Source: an optimization exercise on an open RTL-to-GDS flow (aim: small area). Production flows keep margins and buffers that such runs may drop. In this exercise RTL edits were held to simulation tests only and were not proved equivalent to the original. No activity file was given, so power comes from the tool's default toggle rates.

==> run a <==
==> flow/design.v <==
`timescale 1ns / 1ps
`default_nettype none
package mepg_pkg;
	localparam logic [2:0] S_IDLE  = 3'd0;   
	localparam logic [2:0] S_START = 3'd1;   
	localparam logic [2:0] S_INIT  = 3'd2;   
	localparam logic [2:0] S_RC    = 3'd3;   
	localparam logic [2:0] S_ZERO  = 3'd4;   
	localparam logic [2:0] S_PRES  = 3'd5;   
	localparam logic [2:0] S_WADV  = 3'd6;   
	localparam logic [2:0] S_ADV   = 3'd7;   
endpackage
`default_nettype wire
`timescale 1ns / 1ps
`default_nettype none
module mepg_ctrl (
	input  wire         clk,
	input  wire         en,
	input  wire         init,
	input  wire         cin,
	input  wire         ld,
	input  wire         ld_a,
	input  wire         b,
	input  wire         zero,
	output logic        din,
	output logic [12:0] q
);
	logic s;
	mepg_datapath u_add (
		.clk  (clk),
		.init (init),
		.cin  (cin),
		.a    (ld ? ld_a : q[0]),
		.b    (b),
		.s    (s)
	);
	assign din = s & ~zero;
	always_ff @(posedge clk) begin
		if (en) begin
			q <= {din, q[12:1]};
		end
	end
endmodule
`default_nettype wire
`timescale 1ns / 1ps
`default_nettype none
module mepg_datapath (
	input  wire  clk,
	input  wire  init,
	input  wire  cin,
	input  wire  a,
	input  wire  b,
	output logic s
);
	logic cq, ci;
	assign ci = init ? cin : cq;
	assign s  = a ^ b ^ ci;
	always_ff @(posedge clk) begin
		cq <= (a & b) | (a & ci) | (b & ci);
	end
endmodule
`default_nettype wire
`timescale 1ns / 1ps
`default_nettype none
import mepg_pkg::*;
module midpoint_ellipse_point_generator_unit
#(
	parameter int RADIUS_BITS = 10,
	parameter int COORD_BITS  = 12
) (
	input  wire                          clk,
	input  wire                          arst_n,
	input  wire                          psel,
	input  wire                          penable,
	input  wire                          pwrite,
	input  wire  [2:0]                   paddr,
	input  wire  [31:0]                  pwdata,
	output logic [31:0]                  prdata,
	output logic                         pready,
	input  wire                          item_valid,
	output logic                         item_ready,
	input  wire                          item_command,
	input  wire  [RADIUS_BITS-1:0]       item_radius_x,
	input  wire  [RADIUS_BITS-1:0]       item_radius_y,
	input  wire  signed [COORD_BITS-1:0] item_centre_x,
	input  wire  signed [COORD_BITS-1:0] item_centre_y,
	output logic                         result_valid,
	input  wire                          result_ready,
	output logic signed [COORD_BITS:0]   result_right_x,
	output logic signed [COORD_BITS:0]   result_left_x,
	output logic signed [COORD_BITS:0]   result_upper_y,
	output logic signed [COORD_BITS:0]   result_lower_y,
	output logic                         result_lower_valid,
	output logic                         result_visible,
	output logic                         result_done_res
);
	logic       upper_q;
	logic [7:0] skip_q;
	assign pready = 1'b1;
	always_ff @(posedge clk or negedge arst_n) begin
		if (!arst_n) begin
			upper_q <= 1'b0;
			skip_q  <= '0;
		end else if (psel && penable && pwrite) begin
			if (paddr[2]) begin
				skip_q <= pwdata[7:0];
			end else begin
				upper_q <= pwdata[0];
			end
		end
	end
	assign prdata = paddr[2] ? {24'b0, skip_q} : {31'b0, upper_q};
	logic       h;
	logic [4:0] q;
	logic       l20, c39, c0, q11;
	always_ff @(posedge clk or negedge arst_n) begin
		if (!arst_n) begin
			h <= 1'b0;
			q <= 5'd11;
		end else begin
			q <= (q == 5'd19) ? 5'd0 : q + 5'd1;
			h <= h ^ l20;
		end
	end
	assign l20 = (q == 5'd10);                    
	assign q11 = (q == 5'd11);                    
	assign c39 = h & l20;
	assign c0  = ~h & q11;
	logic ge1, ge2, ge9, ge10, ge11;
	logic w0, w1, w2, w9, w10, w11;    
	logic cge2, clt37, pw, pw0, pwl;
	assign ge9   = (q <= 5'd10);                  
	assign ge10  = ge9 & (q != 5'd0);
	assign ge11  = ge10 & (q != 5'd1);
	assign ge1   = ~q11;
	assign ge2   = ~q11 & (q != 5'd12);
	assign w0    = ~h;
	assign w1    = h ^ ge1;
	assign w2    = h ^ ge2;
	assign w9    = h ^ ge9;
	assign w10   = h ^ ge10;
	assign w11   = h ^ ge11;
	assign cge2  = h | ge2;
	assign clt37 = ~(h & (q >= 5'd8) & ge9);      
	assign pw    = (~h & ge9) | (h & ~ge2);       
	assign pw0   = ~h & (q == 5'd0);
	assign pwl   = h & (q == 5'd12);
	logic       rx_s, ry_s, cx_s, cy_s;
	logic [3:0] p;
	logic       rxm, rym;
	always_comb begin
		rx_s = 1'b0;
		ry_s = 1'b0;
		cx_s = item_centre_x[COORD_BITS-1];
		cy_s = item_centre_y[COORD_BITS-1];
		if (q < 5'd10) begin
			rx_s = item_radius_x[q[3:0]];
			ry_s = item_radius_y[q[3:0]];
		end
		if (q < 5'd11) begin
			cx_s = item_centre_x[q[3:0]];
			cy_s = item_centre_y[q[3:0]];
		end
	end
	assign rxm = (p < 4'd10) ? item_radius_x[p] : 1'b0;
	assign rym = (p < 4'd10) ? item_radius_y[p] : 1'b0;
	logic [2:0] st;
	logic       live, sec;             
	logic       ge_q, dneg_q, ylt0;
	logic [2:0] m_q;
	logic [7:0] n_q;
	logic in_s, in_i, in_r, in_z, in_a;
	logic is_k, is_f, is_r0, is_r1, last_k;
	logic xinc, ydec;
	assign in_s   = (st == S_START);
	assign in_i   = (st == S_INIT);
	assign in_r   = (st == S_RC);
	assign in_z   = (st == S_ZERO);
	assign in_a   = (st == S_ADV);
	assign is_k   = in_i & ~p[3];                  
	assign is_f   = in_i & p[3];                   
	assign last_k = in_i & (p[3:1] == 3'd3);
	assign is_r0  = in_r & ~p[1];
	assign is_r1  = in_r & p[1];
	assign xinc = ~sec | dneg_q;                   
	assign ydec = sec | ~dneg_q;                   
	logic [19:0] ra, rb;
	logic [39:0] rsx, rsy, rd;
	logic a0, a2, a4, b0, b2, b4, sx2, sx4, sy2, sy4, ak0, ak1, ak2;
	assign a0  = ra[0]  & w0;
	assign a2  = ra[19] & w1;
	assign a4  = ra[18] & w2;
	assign b0  = rb[0]  & w0;
	assign b2  = rb[19] & w1;
	assign b4  = rb[18] & w2;
	assign sx2 = rsx[39] & ~c0;
	assign sx4 = rsx[38];
	assign sy2 = rsy[39] & ~c0;
	assign sy4 = rsy[38] & cge2;
	assign ak0 = ra[11] & w9;
	assign ak1 = ra[10] & w10;
	assign ak2 = ra[9]  & w11;
	logic x_base, x_op, x_init, x_s;
	assign x_base = in_s ? (ra[1] & ~l20 & (p != 4'd0)) : rsx[0];
	assign x_op   = in_s ? (rxm & rx_s) : (xinc & b2);
	assign x_init = in_s ? q11 : c0;
	mepg_datapath u_x (.clk(clk), .init(x_init), .cin(1'b0), .a(x_base), .b(x_op), .s(x_s));
	logic y_base, y_op, y_cin, y_s;
	assign y_base = in_s ? (rb[1] & ~l20 & (p != 4'd0)) : rsy[0];
	assign y_op   = in_s ? (rym & ry_s) : (ydec & ~a2);
	assign y_cin  = ~in_s & ydec;
	mepg_datapath u_y (.clk(clk), .init(x_init), .cin(y_cin), .a(y_base), .b(y_op), .s(y_s));
	logic d_base, o1, o2, o3, i1, i2, i3, s1, s2, s3;
	assign d_base = is_k ? (rd[3] & clt37 & (p[3:1] != 3'd0)) : (is_f ? 1'b0 : rd[0]);
	always_comb begin
		o1 = 1'b0; i1 = 1'b0;
		o2 = 1'b0; i2 = 1'b0;
		o3 = 1'b0; i3 = 1'b0;
		if (in_a) begin
			o1 = xinc ? sx4 : a4;
			o2 = xinc & b4;
			o3 = ydec & sy4;  i3 = ydec;
		end else if (is_r0) begin
			o1 = sx2;         i1 = 1'b1;
			o2 = sy2;         i2 = 1'b1;
			o3 = a0;
		end else if (is_r1) begin
			o1 = a2;
			o2 = b2;          i2 = 1'b1;
			o3 = b0;          i3 = 1'b1;    
		end else if (is_k) begin
			o1 = m_q[0] & ak0;
			o2 = m_q[1] & ak1;
			o3 = m_q[2] & ak2;
		end else if (is_f) begin
			o1 = a0;
			o2 = b4;
			o3 = sy2;         i3 = 1'b1;
		end
	end
	mepg_datapath u_d1 (.clk(clk), .init(c0), .cin(i1), .a(d_base), .b(o1 ^ i1), .s(s1));
	mepg_datapath u_d2 (.clk(clk), .init(c0), .cin(i2), .a(s1),     .b(o2 ^ i2), .s(s2));
	mepg_datapath u_d3 (.clk(clk), .init(c0), .cin(i3 & ~is_r1), .a(s2),     .b(o3 ^ i3), .s(s3));
	logic ra_in, rb_in, rsx_in, rsy_in, rd_in;
	assign ra_in  = in_s ? x_s : ra[0];
	assign rb_in  = in_s ? y_s : rb[0];
	assign rd_in  = (in_a | in_r | in_i) ? s3 : rd[0];
	assign rsx_in = in_s ? (~h & ry_s) :
	                is_k ? (~last_k & rsx[3] & clt37) :
	                in_a ? x_s : rsx[0];
	assign rsy_in = last_k ? (rd[39] & ~c0) :
	                in_a ? y_s : rsy[0];
	always_ff @(posedge clk) begin
		ra  <= {ra_in, ra[19:1]};
		rb  <= {rb_in, rb[19:1]};
		rsx <= {rsx_in, rsx[39:1]};
		rsy <= {rsy_in, rsy[39:1]};
		rd  <= {rd_in, rd[39:1]};
	end
	logic g_s;
	mepg_datapath u_g (.clk(clk), .init(c0), .cin(1'b1), .a(rsx_in), .b(~rsy_in), .s(g_s));
	always_ff @(posedge clk) begin
		if (c39 && (in_a || in_r || in_i)) begin
			dneg_q <= s3;
			ge_q   <= ~g_s;
		end
		if (c39) begin
			m_q <= rsx[12:10];
		end
	end
	logic pos_en, ld;
	logic xr_d, xl_d, yu_d, yl_d, yd_s;
	assign pos_en = pw & (in_s | in_a | in_z);
	assign ld     = in_s;
	mepg_ctrl u_xr (.clk(clk), .en(pos_en), .init(pw0), .cin(~ld & xinc), .ld(ld), .ld_a(cx_s),
		.b(1'b0), .zero(in_z), .din(xr_d), .q(result_right_x));
	mepg_ctrl u_xl (.clk(clk), .en(pos_en), .init(pw0), .cin(1'b0), .ld(ld), .ld_a(cx_s),
		.b(~ld & xinc), .zero(in_z), .din(xl_d), .q(result_left_x));
	mepg_ctrl u_yu (.clk(clk), .en(pos_en), .init(pw0), .cin(1'b0), .ld(ld), .ld_a(cy_s),
		.b(ld ? ry_s : ydec), .zero(in_z), .din(yu_d), .q(result_upper_y));
	mepg_ctrl u_yl (.clk(clk), .en(pos_en), .init(pw0), .cin(ld | ydec), .ld(ld), .ld_a(cy_s),
		.b(ld & ~ry_s), .zero(in_z), .din(yl_d), .q(result_lower_y));
	mepg_datapath u_yd (.clk(clk), .init(pw0), .cin(1'b1), .a(yu_d), .b(~yl_d), .s(yd_s));
	always_ff @(posedge clk) begin
		if (pwl && pos_en) begin
			ylt0 <= yd_s;
		end
	end
	logic take_start;
	assign take_start = in_s & c39 & (p == 4'd9);
	assign item_ready = (st == S_IDLE) ? (c39 & item_command) : take_start;
	always_ff @(posedge clk or negedge arst_n) begin
		if (!arst_n) begin
			st   <= S_IDLE;
			live <= 1'b0;
			sec  <= 1'b0;
		end else begin
			unique case (st)
				S_IDLE: begin
					if (c39 && item_valid) begin
						if (!item_command) begin
							st <= S_START;
						end else if (live && !sec && ge_q) begin
							st <= S_RC;
						end else if (live && !(sec && ylt0)) begin
							st <= S_PRES;
						end else begin
							st   <= S_ZERO;
							live <= 1'b0;
						end
					end
				end
				S_START: begin
					if (take_start) begin
						st   <= S_INIT;
						live <= 1'b1;
						sec  <= 1'b0;
					end
				end
				S_INIT: begin
					if (c39 && item_valid && !item_command) begin
						st <= S_START;
					end else if (c39 && (p == 4'd9)) begin
						st <= S_IDLE;
					end
				end
				S_RC: begin
					if (c39 && (p == 4'd3)) begin
						sec <= 1'b1;
						if (ylt0) begin
							st   <= S_ZERO;
							live <= 1'b0;
						end else begin
							st <= S_PRES;
						end
					end
				end
				S_ZERO: begin
					if (c39) begin
						st <= S_PRES;
					end
				end
				S_PRES: begin
					if (result_ready) begin
						st <= live ? S_WADV : S_IDLE;
					end
				end
				S_WADV, S_ADV: begin
					if (c39) begin
						if (item_valid && !item_command) begin
							st <= S_START;
						end else begin
							st <= in_a ? S_IDLE : S_ADV;
						end
					end
				end
				default: begin
					st <= S_IDLE;
				end
			endcase
		end
	end
	always_ff @(posedge clk) begin
		if (in_s || in_i || in_r) begin
			if (l20) begin
				p <= ((p == 4'd9) || (in_i && h && item_valid && !item_command)) ? 4'd0 : p + 4'd1;
			end
		end else begin
			p <= '0;
		end
	end
	always_ff @(posedge clk) begin
		if (take_start || (in_r && c39 && (p == 4'd3))) begin
			n_q <= '0;
		end else if (in_a && c39 && (n_q != 8'hFF)) begin
			n_q <= n_q + 8'd1;
		end
	end
	assign result_valid       = (st == S_PRES);
	assign result_done_res    = ~live;
	assign result_visible     = live & (n_q >= skip_q);
	assign result_lower_valid = result_visible & ~upper_q;
endmodule
`default_nettype wire
==> flow/flow/run.sh <==
#!/bin/bash
# Standard ORFS layout with smaller port buffers, a lighter clock tree and one
# tie cell per polarity. Each tool's output is in standard.log and orfs/logs.
export BUFFER_PORTS_ARGS="-buffer_cell sky130_fd_sc_hd__buf_1"
export CTS_ARGS="-sink_clustering_enable -repair_clock_nets -buf_list {sky130_fd_sc_hd__clkbuf_4 sky130_fd_sc_hd__clkbuf_8} -dont_use_dummy_load"
export SKIP_REPAIR_TIE_FANOUT=1
bash standard.sh > standard.log 2>&1
==> flow/standard.sh <==
#!/bin/bash
# synth_recipe.tcl (not shown) runs the flow's synth.tcl, then flattens the netlist and writes it again
# the make line also repeats each setting of config.mk as NAME=value (left out here)
make -C /OpenROAD-flow-scripts/flow DESIGN_CONFIG=/design/flow/config.mk WORK_HOME=/design/flow/orfs CLKGATE_MAP_FILE= SYNTH_SCRIPT=/design/flow/synth_recipe.tcl "${@:-finish}"
==> flow/config.mk <==
export PLATFORM = sky130hd
export DESIGN_NAME = midpoint_ellipse_point_generator_unit
export DESIGN_NICKNAME = midpoint_ellipse_point_generator_unit
export VERILOG_FILES = /design/flow/design.v
export SDC_FILE = /design/flow/constraint.sdc
export NUM_CORES = 4
export LEC_CHECK = 0
export CAP_MARGIN = 20
export CORE_MARGIN = 2
export CORE_UTILIZATION = 40
export SLEW_MARGIN = 20
==> flow/constraint.sdc <==
create_clock -name core_clock -period 11.0 [get_ports {clk}]
set_input_delay 2.2000 -clock core_clock [delete_from_list [all_inputs] [get_ports {clk}]]
set_output_delay 2.2000 -clock core_clock [all_outputs]
set_load 0.01 [all_outputs]
==> run b: changes against run a <==
==> flow/flow/run.sh (replaced) <==
#!/bin/bash
# Standard ORFS layout with smaller port buffers, a lighter clock tree and one
# tie cell per polarity. Each tool's output is in standard.log and orfs/logs.
export BUFFER_PORTS_ARGS="-buffer_cell sky130_fd_sc_hd__buf_1"
export CTS_ARGS="-sink_clustering_enable -repair_clock_nets -buf_list sky130_fd_sc_hd__clkbuf_8 -sink_clustering_size 20 -sink_clustering_max_diameter 50 -dont_use_dummy_load"
export SKIP_REPAIR_TIE_FANOUT=1
bash standard.sh > standard.log 2>&1
==> run c: changes against run a <==
--- a/flow/design.v
+++ b/flow/design.v
@@ -7,3 +7,3 @@
 	localparam logic [2:0] S_RC    = 3'd3;   
-	localparam logic [2:0] S_ZERO  = 3'd4;   
+	localparam logic [2:0] S_PREP  = 3'd4;   
 	localparam logic [2:0] S_PRES  = 3'd5;   
@@ -128,2 +128,6 @@
 	assign c0  = ~h & q11;
+	logic c32, cge32, cge33;
+	assign c32   = h & (q == 5'd3);
+	assign cge32 = h & (q >= 5'd3) & (q <= 5'd10);
+	assign cge33 = cge32 & ~c32;
 	logic ge1, ge2, ge9, ge10, ge11;
@@ -168,5 +172,4 @@
 	logic       live, sec;             
-	logic       ge_q, dneg_q, ylt0;
-	logic [2:0] m_q;
-	logic [7:0] n_q;
+	logic       dneg_q, ylt0, sat_q, vis_q, vc_q;
+	logic [2:0] m_d;
 	logic in_s, in_i, in_r, in_z, in_a;
@@ -177,3 +180,3 @@
 	assign in_r   = (st == S_RC);
-	assign in_z   = (st == S_ZERO);
+	assign in_z   = (st == S_PREP) & ~live;
 	assign in_a   = (st == S_ADV);
@@ -195,4 +198,4 @@
 	assign b4  = rb[18] & w2;
-	assign sx2 = rsx[39] & ~c0;
-	assign sx4 = rsx[38];
+	assign sx2 = rsx[39] & ~c0 & ~cge33;
+	assign sx4 = rsx[38] & cge2 & ~cge33;
 	assign sy2 = rsy[39] & ~c0;
@@ -204,3 +207,3 @@
 	assign x_base = in_s ? (ra[1] & ~l20 & (p != 4'd0)) : rsx[0];
-	assign x_op   = in_s ? (rxm & rx_s) : (xinc & b2);
+	assign x_op   = in_s ? (rxm & rx_s) : ((xinc & b2) | (in_a & c32));    
 	assign x_init = in_s ? q11 : c0;
@@ -231,5 +234,5 @@
 		end else if (is_k) begin
-			o1 = m_q[0] & ak0;
-			o2 = m_q[1] & ak1;
-			o3 = m_q[2] & ak2;
+			o1 = m_d[0] & ak0;
+			o2 = m_d[1] & ak1;
+			o3 = m_d[2] & ak2;
 		end else if (is_f) begin
@@ -247,5 +250,4 @@
 	assign rd_in  = (in_a | in_r | in_i) ? s3 : rd[0];
-	assign rsx_in = in_s ? (~h & ry_s) :
-	                is_k ? (~last_k & rsx[3] & clt37) :
-	                in_a ? x_s : rsx[0];
+	assign rsx_in = (in_s | is_k) ? 1'b0 :
+	                in_a ? x_s : (rsx[0] & ~(in_r & cge32));           
 	assign rsy_in = last_k ? (rd[39] & ~c0) :
@@ -260,3 +262,3 @@
 	logic g_s;
-	mepg_datapath u_g (.clk(clk), .init(c0), .cin(1'b1), .a(rsx_in), .b(~rsy_in), .s(g_s));
+	mepg_datapath u_g (.clk(clk), .init(c0), .cin(1'b1), .a(rsx_in & ~cge32), .b(~rsy_in), .s(g_s));
 	always_ff @(posedge clk) begin
@@ -264,16 +266,22 @@
 			dneg_q <= s3;
-			ge_q   <= ~g_s;
-		end
-		if (c39) begin
-			m_q <= rsx[12:10];
 		end
 	end
-	logic pos_en, ld;
+	logic pos_en, xpos_en, ld;
 	logic xr_d, xl_d, yu_d, yl_d, yd_s;
-	assign pos_en = pw & (in_s | in_a | in_z);
-	assign ld     = in_s;
-	mepg_ctrl u_xr (.clk(clk), .en(pos_en), .init(pw0), .cin(~ld & xinc), .ld(ld), .ld_a(cx_s),
+	assign pos_en  = pw & (in_s | in_a | in_z);
+	assign xpos_en = pos_en | (pw & is_f);
+	assign ld      = in_s;
+	always_comb begin
+		unique case (p[2:1])
+			2'd0:    m_d = result_left_x[2:0];
+			2'd1:    m_d = result_left_x[5:3];
+			2'd2:    m_d = result_left_x[8:6];
+			default: m_d = {2'b0, result_left_x[9]};
+		endcase
+	end
+	mepg_ctrl u_xr (.clk(clk), .en(xpos_en), .init(pw0), .cin(in_a & xinc), .ld(ld), .ld_a(cx_s),
 		.b(1'b0), .zero(in_z), .din(xr_d), .q(result_right_x));
-	mepg_ctrl u_xl (.clk(clk), .en(pos_en), .init(pw0), .cin(1'b0), .ld(ld), .ld_a(cx_s),
-		.b(~ld & xinc), .zero(in_z), .din(xl_d), .q(result_left_x));
+	mepg_ctrl u_xl (.clk(clk), .en(xpos_en), .init(pw0), .cin(1'b0), .ld(ld | is_f),
+		.ld_a(ld ? ry_s : result_right_x[0]),
+		.b(in_a & xinc), .zero(in_z), .din(xl_d), .q(result_left_x));
 	mepg_ctrl u_yu (.clk(clk), .en(pos_en), .init(pw0), .cin(1'b0), .ld(ld), .ld_a(cy_s),
@@ -295,3 +303,2 @@
 			live <= 1'b0;
-			sec  <= 1'b0;
 		end else begin
@@ -302,9 +309,9 @@
 							st <= S_START;
-						end else if (live && !sec && ge_q) begin
-							st <= S_RC;
-						end else if (live && !(sec && ylt0)) begin
-							st <= S_PRES;
+						end else if (live && !sec && !g_s) begin
+							st <= S_RC;                    
 						end else begin
-							st   <= S_ZERO;
-							live <= 1'b0;
+							st <= S_PREP;
+							if (sec && ylt0) begin
+								live <= 1'b0;
+							end
 						end
@@ -316,3 +323,2 @@
 						live <= 1'b1;
-						sec  <= 1'b0;
 					end
@@ -328,8 +334,5 @@
 					if (c39 && (p == 4'd3)) begin
-						sec <= 1'b1;
+						st <= S_PREP;
 						if (ylt0) begin
-							st   <= S_ZERO;
 							live <= 1'b0;
-						end else begin
-							st <= S_PRES;
 						end
@@ -337,3 +340,3 @@
 				end
-				S_ZERO: begin
+				S_PREP: begin
 					if (c39) begin
@@ -363,2 +366,9 @@
 	always_ff @(posedge clk) begin
+		if (take_start) begin
+			sec <= 1'b0;
+		end else if (in_r && c39 && (p == 4'd3)) begin
+			sec <= 1'b1;
+		end
+	end
+	always_ff @(posedge clk) begin
 		if (in_s || in_i || in_r) begin
@@ -371,7 +381,26 @@
 	end
+	logic sk_s, v_ci, v_co;
+	always_comb begin
+		unique case (q)
+			5'd3:    sk_s = skip_q[0];
+			5'd4:    sk_s = skip_q[1];
+			5'd5:    sk_s = skip_q[2];
+			5'd6:    sk_s = skip_q[3];
+			5'd7:    sk_s = skip_q[4];
+			5'd8:    sk_s = skip_q[5];
+			5'd9:    sk_s = skip_q[6];
+			default: sk_s = skip_q[7];
+		endcase
+	end
+	assign v_ci = c32 ? 1'b1 : vc_q;
+	assign v_co = (rsx[0] & ~sk_s) | (rsx[0] & v_ci) | (~sk_s & v_ci);
 	always_ff @(posedge clk) begin
+		vc_q <= v_co;
 		if (take_start || (in_r && c39 && (p == 4'd3))) begin
-			n_q <= '0;
-		end else if (in_a && c39 && (n_q != 8'hFF)) begin
-			n_q <= n_q + 8'd1;
+			sat_q <= 1'b0;
+		end else if (in_a && c39 && rsx[0] && !x_s) begin
+			sat_q <= 1'b1;                         
+		end
+		if ((st == S_PREP) && c39) begin
+			vis_q <= v_co;
 		end
@@ -380,3 +409,5 @@
 	assign result_done_res    = ~live;
-	assign result_visible     = live & (n_q >= skip_q);
+	logic [8:0] n_diff;
+	assign n_diff = '0;
+	assign result_visible     = live & (sat_q | vis_q);
 	assign result_lower_valid = result_visible & ~upper_q;
==> flow/flow/run.sh (replaced) <==
#!/bin/bash
# The standard ORFS layout (standard.sh) with these changes:
#  - synthesis maps the logic with an area-oriented ABC script (flow/abc_area.script);
#    everything else in synthesis, the registers included, is as standard;
#  - ports are buffered with sky130_fd_sc_hd__buf_1;
#  - the clock tree uses clkbuf_8 with sinks clustered, and no dummy loads;
#  - one tie cell per polarity.
# make's output goes to standard.log; each ORFS step logs under orfs/logs.
set -euo pipefail
HERE=$(pwd)
{
  echo "proc abc {args} { set i [lsearch \$args -script]; if {\$i >= 0} { lset args [expr {\$i+1}] $HERE/flow/abc_area.script }; yosys abc {*}\$args }"
  cat synth_recipe.tcl
} > synth_recipe_area.tcl
export BUFFER_PORTS_ARGS="-buffer_cell sky130_fd_sc_hd__buf_1"
export CTS_ARGS="-sink_clustering_enable -repair_clock_nets -buf_list sky130_fd_sc_hd__clkbuf_8 -sink_clustering_size 22 -sink_clustering_max_diameter 35 -dont_use_dummy_load"
export SKIP_REPAIR_TIE_FANOUT=1
bash standard.sh SYNTH_SCRIPT=$HERE/synth_recipe_area.tcl finish > standard.log 2>&1
==> flow/flow/abc_area.script (new file) <==
strash
dc2
dch -f
amap
topo
dnsize -c
CORE_UTILIZATION = 60   (was 40)
PLACE_DENSITY = 0.7   (was default)
==> qor summary <==
metric                                                                            run a                   run c                    run b
Netlist Area Pre-Place                                                        9100 um^2               8210 um^2                9100 um^2
Die height                                                                       155 um                  121 um                   155 um
Filler-free cell count of the finished design                                      1107                     988                     1089
Buffers outside the clock class                                                     129                     128                      129
Area share of xor/xnor cells in the synthesized design                            1.35%                      0%                    1.35%
Internal power of the cells                                                     1.76 mW                 1.63 mW                  1.62 mW
Result of the run                                      no timing/DRC/antenna violations  no timing/DRC/antenna violations  no timing/DRC/antenna violations
Drt wl/cell                                                                     15.7 um                 18.1 um                  15.6 um
Number of multi-input logic gates                                                   362                     337                      362
Critical path arrival                                                           2.93 ns                 6.32 ns                  2.95 ns
Area share of the leading cell type in the synthesized netlist                    40.3%                   43.4%                    40.3%
Critical path start-end classification                          flip-flop to output pin  flip-flop to flip-flop  flip-flop to output pin
Post-route cell area                                                         10200 um^2               9100 um^2                9950 um^2
Peak per-stage delay on the critical path                                       0.76 ns                 0.62 ns                  0.77 ns
Tightest Pin Transition                                                        0.839 ns                0.874 ns                 0.834 ns
CP Capture Point                                                             item_ready                  dneg_q               item_ready

separate check: timing with driven ports:
The results above use ideal ports. As a check the final layouts listed here were re-extracted and re-timed, cells and wires unchanged.
Step 1: set_driving_cell puts a clkbuf_16 on clk and a buf_2 on each other input, an assumption about the parent block.
Step 2 adds t to the input delays and takes it off the output delays; t is the mean of the earliest and latest rising clock arrival at the registers after step 1. Input paths then give back, and output paths get back, about the clock's delay inside the block.
Slacks: no drivers / after step 1 / after step 2; pairs: no drivers / after step 1.
run | t, ns | setup slack, ns | hold WS [ns] | latest minus earliest clock arrival (ns) | slew at the worst register clock pin (ns)
run a | 0.552 | 5.870 / 5.829 / 5.790 | 0.309 / 0.309 / 0.309 | 0.034 / 0.035 | 0.06 / 0.06
run b | 0.567 | 5.849 / 5.806 / 5.819 | 0.271 / 0.271 / 0.271 | 0.070 / 0.071 | 0.11 / 0.11
run c | 0.564 | 4.879 / 4.879 / 4.879 | 0.265 / 0.265 / 0.265 | 0.128 / 0.128 | 0.12 / 0.12
After both steps setup and hold are still met in every run listed. For run a, which loses most, drivers alone change the setup slack by -0.041 ns; drivers and shift together by -0.080 ns.
